What follows belongs to an exercise in optimizing a design on an open flow for small area; a production flow would make more cautious choices. Only simulation tests tie the RTL to the original design; equivalence was not proved. Power and IR drop assume default switching activity.

==> 04-18: inputs <==
## gps_ack_multi
module gps_ack_multi #(
  parameter int          NCH       = 4,
  parameter int          SAMPLE_W  = 1,
  parameter int          ACC_W     = 16,
  parameter int          INT_LEN   = 4000,
  parameter int          PHASES    = 1023,
  parameter logic [31:0] CODE_STEP = 32'd1098437886
) (
  input  logic                 clk,
  input  logic                 rst,
  input  logic                 ack_start,
  input  logic                 adc_clk,
  input  logic [SAMPLE_W-1:0]  i_sample,
  input  logic [SAMPLE_W-1:0]  q_sample,
  input  logic [NCH*5-1:0]     sat,
  output logic                 busy,
  output logic                 int_active,
  output logic                 corr_complete,
  output logic [9:0]           code_phase,
  output logic [NCH*ACC_W-1:0] integrator,
  output logic [NCH*10-1:0]    peak_phase,
  output logic [NCH*ACC_W-1:0] peak_mag,
  output logic                 done
);
clock: 8.0 ns
lec_check: 0
cap_margin: 20
core_margin: 2
core_utilization: 40
place_density: 0.6
slew_margin: 20
run.sh (not shown) runs the stock make flow with config.mk's settings and CLKGATE_MAP_FILE= SYNTH_SCRIPT=/design/flow/synth_recipe.tcl, a recipe that flattens the netlist after the stock synthesis.
==> 11-25: changes against 04-18 <==
--- a/flow/design.v
+++ b/flow/design.v
@@ -38,10 +38,12 @@
   logic [11:0] nco, nco_inc, nco_sum;
   logic        carry, last, slew_end, adv;
   logic [19:0] sat_q;
   logic        adc_prev, accept;
   logic [3:0]  chip, en;
+  logic [1:0]  chip_u, chip_q;
+  logic        sel01;
   logic [7:0]  cs;
   logic [10:0] cq [8];
   logic [10:0] cabs [8];
   logic [11:0] mh [4];
   logic [3:0]  gt;
@@ -66,13 +68,13 @@
     end
   end
   assign accept   = adc_clk & ~adc_prev & s_run;
   assign carry    = (nco >= 12'd2977);
   assign last     = (nco == 12'd2977);
-  assign slew_end = ~flag | (nco[9:0] == code_phase);
-  assign adv      = s_slew ? flag : (accept & carry);
-  assign nco_inc  = s_run ? (carry ? 12'd1119 : 12'd1023) : 12'd1;
+  assign slew_end = (nco == 12'd0);
+  assign adv      = s_slew ? ~slew_end : (accept & carry);
+  assign nco_inc  = s_run ? (accept ? (carry ? 12'd1119 : 12'd1023) : 12'd0) : {12{~slew_end}};
   assign g1_adv   = {g1[9:1], g1[3] ^ g1[10]};
   assign g2_adv   = {g2[9:1], g2[2] ^ g2[3] ^ g2[6] ^ g2[8] ^ g2[9] ^ g2[10]};
   always_comb begin
     logic c;
     c = 1'b0;
@@ -100,16 +102,18 @@
       5'd29: tap_xor = g[1] ^ g[6];   5'd30: tap_xor = g[2] ^ g[7];
       5'd31: tap_xor = g[3] ^ g[8];
       default: tap_xor = g[2] ^ g[6];   
     endcase
   endfunction
-  always_comb begin
-    for (int c = 0; c < 4; c++) begin
-      chip[c] = g1[10] ^ tap_xor(sat_q[c*5 +: 5], g2);
-      en[c]   = |sat_q[c*5 +: 5];
-    end
-  end
+  assign sel01 = adc_prev | ~s_run;
+  always_comb begin
+    for (int u = 0; u < 2; u++)
+      chip_u[u] = g1[10] ^ tap_xor(sel01 ? sat_q[u*5 +: 5] : sat_q[(u+2)*5 +: 5], g2);
+    chip = {chip_u, chip_q};
+    for (int c = 0; c < 4; c++) en[c] = |sat_q[c*5 +: 5];
+  end
+  always_ff @(posedge clk) if (sel01) chip_q <= chip_u;
   always_comb begin
     state_n = state;
     case (state)
       IDLE, IDLE_D: state_n = ack_start ? SLEW : IDLE;
       SLEW, SLEW_C: state_n = slew_end ? ARM : SLEW;
@@ -130,19 +134,23 @@
       flag  <= 1'b0;
       sat_q <= sat;
     end else if (s_dump) begin
       flag <= 1'b1;
     end
-    if (!(s_slew || s_run)) begin
+    if (s_dump) begin
+      g1 <= 10'b1111111110;
+      g2 <= 10'b1111111110;
+    end else if (!(s_slew || s_run)) begin
       g1 <= '1;
       g2 <= '1;
     end else if (adv) begin
       g1 <= g1_adv;
       g2 <= g2_adv;
     end
-    if (!(s_slew || s_run) || (s_slew && slew_end)) nco <= '0;
-    else if (s_slew || accept)                       nco <= nco_sum;
+    if (s_dump)                    nco <= {2'b00, phase};
+    else if (!(s_slew || s_run))   nco <= '0;
+    else                           nco <= nco_sum;
   end
   always_ff @(posedge clk) begin
     for (int a = 0; a < 8; a++) begin
       logic [11:0] t;
       t[0] = accept & en[a/2] & (chip[a/2] == ((a % 2) ? q_sample[0] : i_sample[0]));
@@ -155,23 +163,25 @@
         if (t[11]) cs[a] <= 1'b0;
       end
     end
   end
   always_comb begin
-    for (int a = 0; a < 8; a++) cabs[a] = cq[a] ^ {11{cs[a]}};
+    for (int a = 0; a < 8; a++) cabs[a] = cq[a] ^ {11{~cs[a]}};    
     for (int c = 0; c < 4; c++) begin
       logic cy, cg;
-      cy = 1'b0;
+      logic [11:0] mn;
+      cy = 1'b1;
       for (int k = 0; k < 11; k++) begin
-        mh[c][k] = cabs[2*c][k] ^ cabs[2*c+1][k] ^ cy;
-        cy       = (cabs[2*c][k] & cabs[2*c+1][k]) | (cy & (cabs[2*c][k] ^ cabs[2*c+1][k]));
-      end
-      mh[c][11] = cy;
-      cg = 1'b0;
+        mn[k] = cabs[2*c][k] ^ cabs[2*c+1][k] ^ cy;
+        cy    = (cabs[2*c][k] & cabs[2*c+1][k]) | (cy & (cabs[2*c][k] ^ cabs[2*c+1][k]));
+      end
+      mn[11] = cy;
+      mh[c]  = ~mn;
+      cg = 1'b1;
       for (int k = 0; k < 12; k++)
-        cg = (mh[c][k] & ~peak_h[c][k]) | (cg & (mh[c][k] | ~peak_h[c][k]));
-      gt[c] = cg;
+        cg = (mn[k] & peak_h[c][k]) | (cg & (mn[k] | peak_h[c][k]));
+      gt[c] = ~cg;
     end
   end
   always_ff @(posedge clk) begin
     if (clr) begin
       code_phase <= '0;
==> flow/flow/run.sh (new file) <==
#!/bin/bash
# Own layout flow: the standard synthesis, then the logic between the registers is mapped
# again by ABC for area (registers, their names and cell types are kept), then the standard
# layout with the ports buffered by the smallest buffer. Each tool's output goes to its own log.
set -euo pipefail
W=$(pwd)
R=$W/orfs/results/$FLOW_PLATFORM/gps_ack_multi/base
LIB=$FLOW_HOME/platforms/$FLOW_PLATFORM/lib/sky130_fd_sc_hd__tt_025C_1v80.lib
YOSYS=$FLOW_HOME/../tools/install/yosys/bin/yosys
[[ -x $YOSYS ]] || YOSYS=yosys

bash standard.sh synth > synth.log 2>&1

python3 flow/genmap.py "$LIB" "$W/comb_map.v" > genmap.log 2>&1
DU=$(sed -n '/DONT_USE_CELLS/,/^$/p' $FLOW_HOME/platforms/$FLOW_PLATFORM/config.mk | grep -o 'sky130_fd_sc_hd__[A-Za-z0-9_]*' | sed 's/^/-dont_use /' | tr '\n' ' ')
cp "$R/1_2_yosys.v" "$W/1_2_yosys.standard.v"
cat > resyn.ys <<EOS
read_liberty -lib $LIB
read_verilog $W/1_2_yosys.standard.v
hierarchy -top $FLOW_TOP
techmap -map $W/comb_map.v
techmap
opt_expr
opt_clean
abc -liberty $LIB $DU -script $W/flow/resyn.abc
setundef -zero
splitnets
opt_clean -purge
hilomap -singleton -hicell sky130_fd_sc_hd__conb_1 HI -locell sky130_fd_sc_hd__conb_1 LO
opt_clean -purge
check -assert -mapped
stat -liberty $LIB
write_verilog -noattr -nohex -nodec $R/1_2_yosys.v
EOS
$YOSYS -s resyn.ys > resyn.log 2>&1
rm -f "$R/1_synth.odb"

bash standard.sh "BUFFER_PORTS_ARGS=-buffer_cell sky130_fd_sc_hd__buf_1" \
  "CTS_ARGS=-sink_clustering_enable -repair_clock_nets -dont_use_dummy_load -sink_clustering_size 10 -sink_clustering_max_diameter 50 -buf_list sky130_fd_sc_hd__clkbuf_4" finish > layout.log 2>&1
==> flow/flow/genmap.py (new file) <==
# Writes a Yosys techmap file that replaces each combinational standard cell of the liberty
# file (except the full adders) by its logic function, so that ABC can map the
# logic between the registers again. Registers are left as they are.
import re, sys
lib = open(sys.argv[1]).read()
out = []
for m in re.finditer(r'\n\s*cell\s*\(\s*"?(\w+)"?\s*\)\s*\{', lib):
    name = m.group(1)
    i = m.end(); depth = 1
    while depth:
        c = lib[i]
        depth += (c == '{') - (c == '}')
        i += 1
    body = lib[m.end():i]
    if re.search(r'\b(ff|latch|statetable)\s*\(', body) or re.search(r'__fa_\d', name):
        continue
    pins = []
    for pm in re.finditer(r'\n\s*pin\s*\(\s*"?(\w+)"?\s*\)\s*\{', body):
        j = pm.end(); d = 1
        while d:
            c = body[j]
            d += (c == '{') - (c == '}')
            j += 1
        pb = body[pm.end():j]
        dm = re.search(r'direction\s*:\s*"?(\w+)"?', pb)
        fm = re.search(r'\bfunction\s*:\s*"([^"]*)"', pb)
        pins.append((pm.group(1), dm.group(1) if dm else None, fm.group(1) if fm else None))
    outs = [p for p in pins if p[1] == 'output']
    if not outs or any(p[2] is None for p in outs):
        continue
    def conv(f):
        f = f.replace('!', '~').replace('*', '&').replace('+', '|')
        return re.sub(r'(\w|\))\s+(?=[\w~(])', r'\1 & ', f)
    ports = [p[0] for p in pins if p[1] in ('input', 'output')]
    s = f"module {name}({', '.join(ports)});\n"
    for p in pins:
        if p[1] in ('input', 'output'):
            s += f"  {p[1]} {p[0]};\n"
    for p in outs:
        s += f"  assign {p[0]} = {conv(p[2])};\n"
    out.append(s + "endmodule\n")
open(sys.argv[2], 'w').write(''.join(out))
==> flow/flow/resyn.abc (new file) <==
strash
ifraig
dc2
strash
&get -n
&dch -f
&nf
&put
strash
dch -f
map -a
strash
dch -f
map -a
strash
dch -f
map -a
strash
dch -f
map -a
strash
&get -n
&dch -f
&nf -R 2000 -C 32
&put
strash
&get -n
&dch -f
&nf -R 2000 -C 32
&put
strash
&get -n
&dch -f
&nf -R 2000 -C 32
&put
strash
&get -n
&dch -f
&nf -R 2000 -C 32
&put
topo
==> flow/standard.sh (new file) <==
#!/bin/bash
# synth_recipe.tcl (not shown) runs the flow's synth.tcl, then flattens the netlist and writes it again
# the make line also repeats each setting of config.mk as NAME=value (left out here)
make -C /OpenROAD-flow-scripts/flow DESIGN_CONFIG=/design/flow/config.mk WORK_HOME=/design/flow/orfs CLKGATE_MAP_FILE= SYNTH_SCRIPT=/design/flow/synth_recipe.tcl "${@:-finish}"
- CORE_UTILIZATION: 40 -> 65
- CTS_BUF_LIST: not set -> sky130_fd_sc_hd__clkbuf_4
- CTS_CLUSTER_DIAMETER: not set -> 50
- CTS_CLUSTER_SIZE: not set -> 10
- PLACE_DENSITY: 0.6 -> 0.75
removed: flow/run.sh
==> comparison <==
- Routed wire length: 04-18 is higher than 11-25 (24%).
- In 04-18 the global-route usage is lower than in 11-25, by 11 points.
- Between 04-18 and 11-25, the lower critical path depth is in 04-18 (gap 2).
- Clock skew: 04-18 is lower than 11-25 (0.057 ns).
- Between 11-25 and 04-18, the lower cell area is in 11-25 (gap 23%, measured against 04-18).
- Against 11-25, the via count of 04-18 is higher by 8.8%.
- Of 11-25 and 04-18, 11-25 has the higher flip-flop and latch count (gap 2).
- Sequential share of layout area: 11-25 is higher than 04-18 (9.8 points).
- Final cell count: 04-18 is higher than 11-25 (about 26%).
==> figures <==
| quantity | 04-18 | 11-25 |
|---|---|---|
| Leakage | 0.007609 uW | 0.005432 uW |
| Power spent charging and discharging nets | 812.8 uW | 1119 uW |
| Ratio of layout area to synthesized area | 1.1819x | 1.1151x |
| Startpoint of the worst register-to-register path | cs[1] | cq[5][0] |
| Number of nets in the finished design | 2145 | 1810 |
| Cell internal power dissipation | 2531 uW | 2167 uW |
| Post-Synthesis Cell Area | 16670 sq um | 13580 sq um |
| Status | finished clean | finished clean |
| Layout sequential cell count | 299 | 301 |
| Min-delay src | pphase[1][3] | g1[4] |
| Final setup slack of the worst path | 0.5270 ns | 0.8926 ns |
| Global-route wire length before repair | 67070 um | 54920 um |
| HPWL Detailed | 30390 um | 24330 um |
| Proportion of final cell area spent on non-clock buffers | 0.09639 | 0.05278 |
| Clock tree skew after final layout | 0.02515 ns | 0.08199 ns |
| Combinational gate power | 217 uW | 830 uW |
| Worst Max-Slew Pin Slew | 1.073 ns | 0.9876 ns |
| Die Footprint | 43330 sq um | 22070 sq um |
| Share of total power in the clock network | 0.464 | 0.208 |
| Iter 0 DRT Violations | 925 | 852 |

==> static timing again, ports no longer ideal <==
The flow's constraints put no driver on any port. The routed layouts listed below were extracted and timed again, unchanged, in two steps.
Step 1: set_driving_cell puts a clkbuf_16 on clk and a buf_2 on each other input, an assumption about the parent block.
Step 2 moves the port delays by t, midway between the first and last clock arrival at a register: inputs arrive t later, outputs are due t later. That takes back most of the time a late clock gives input paths.
Three values: no drivers, after step 1, after step 2; two values: the first two.
run	t, ns	slack for setup (ns)	worst slew at a driven data input, ns
04-18	0.589	0.527 / 0.527 / 0.527	0.05
11-25	0.654	0.893 / 0.893 / 0.893	0.03
After both steps setup and hold are still met in every run listed.
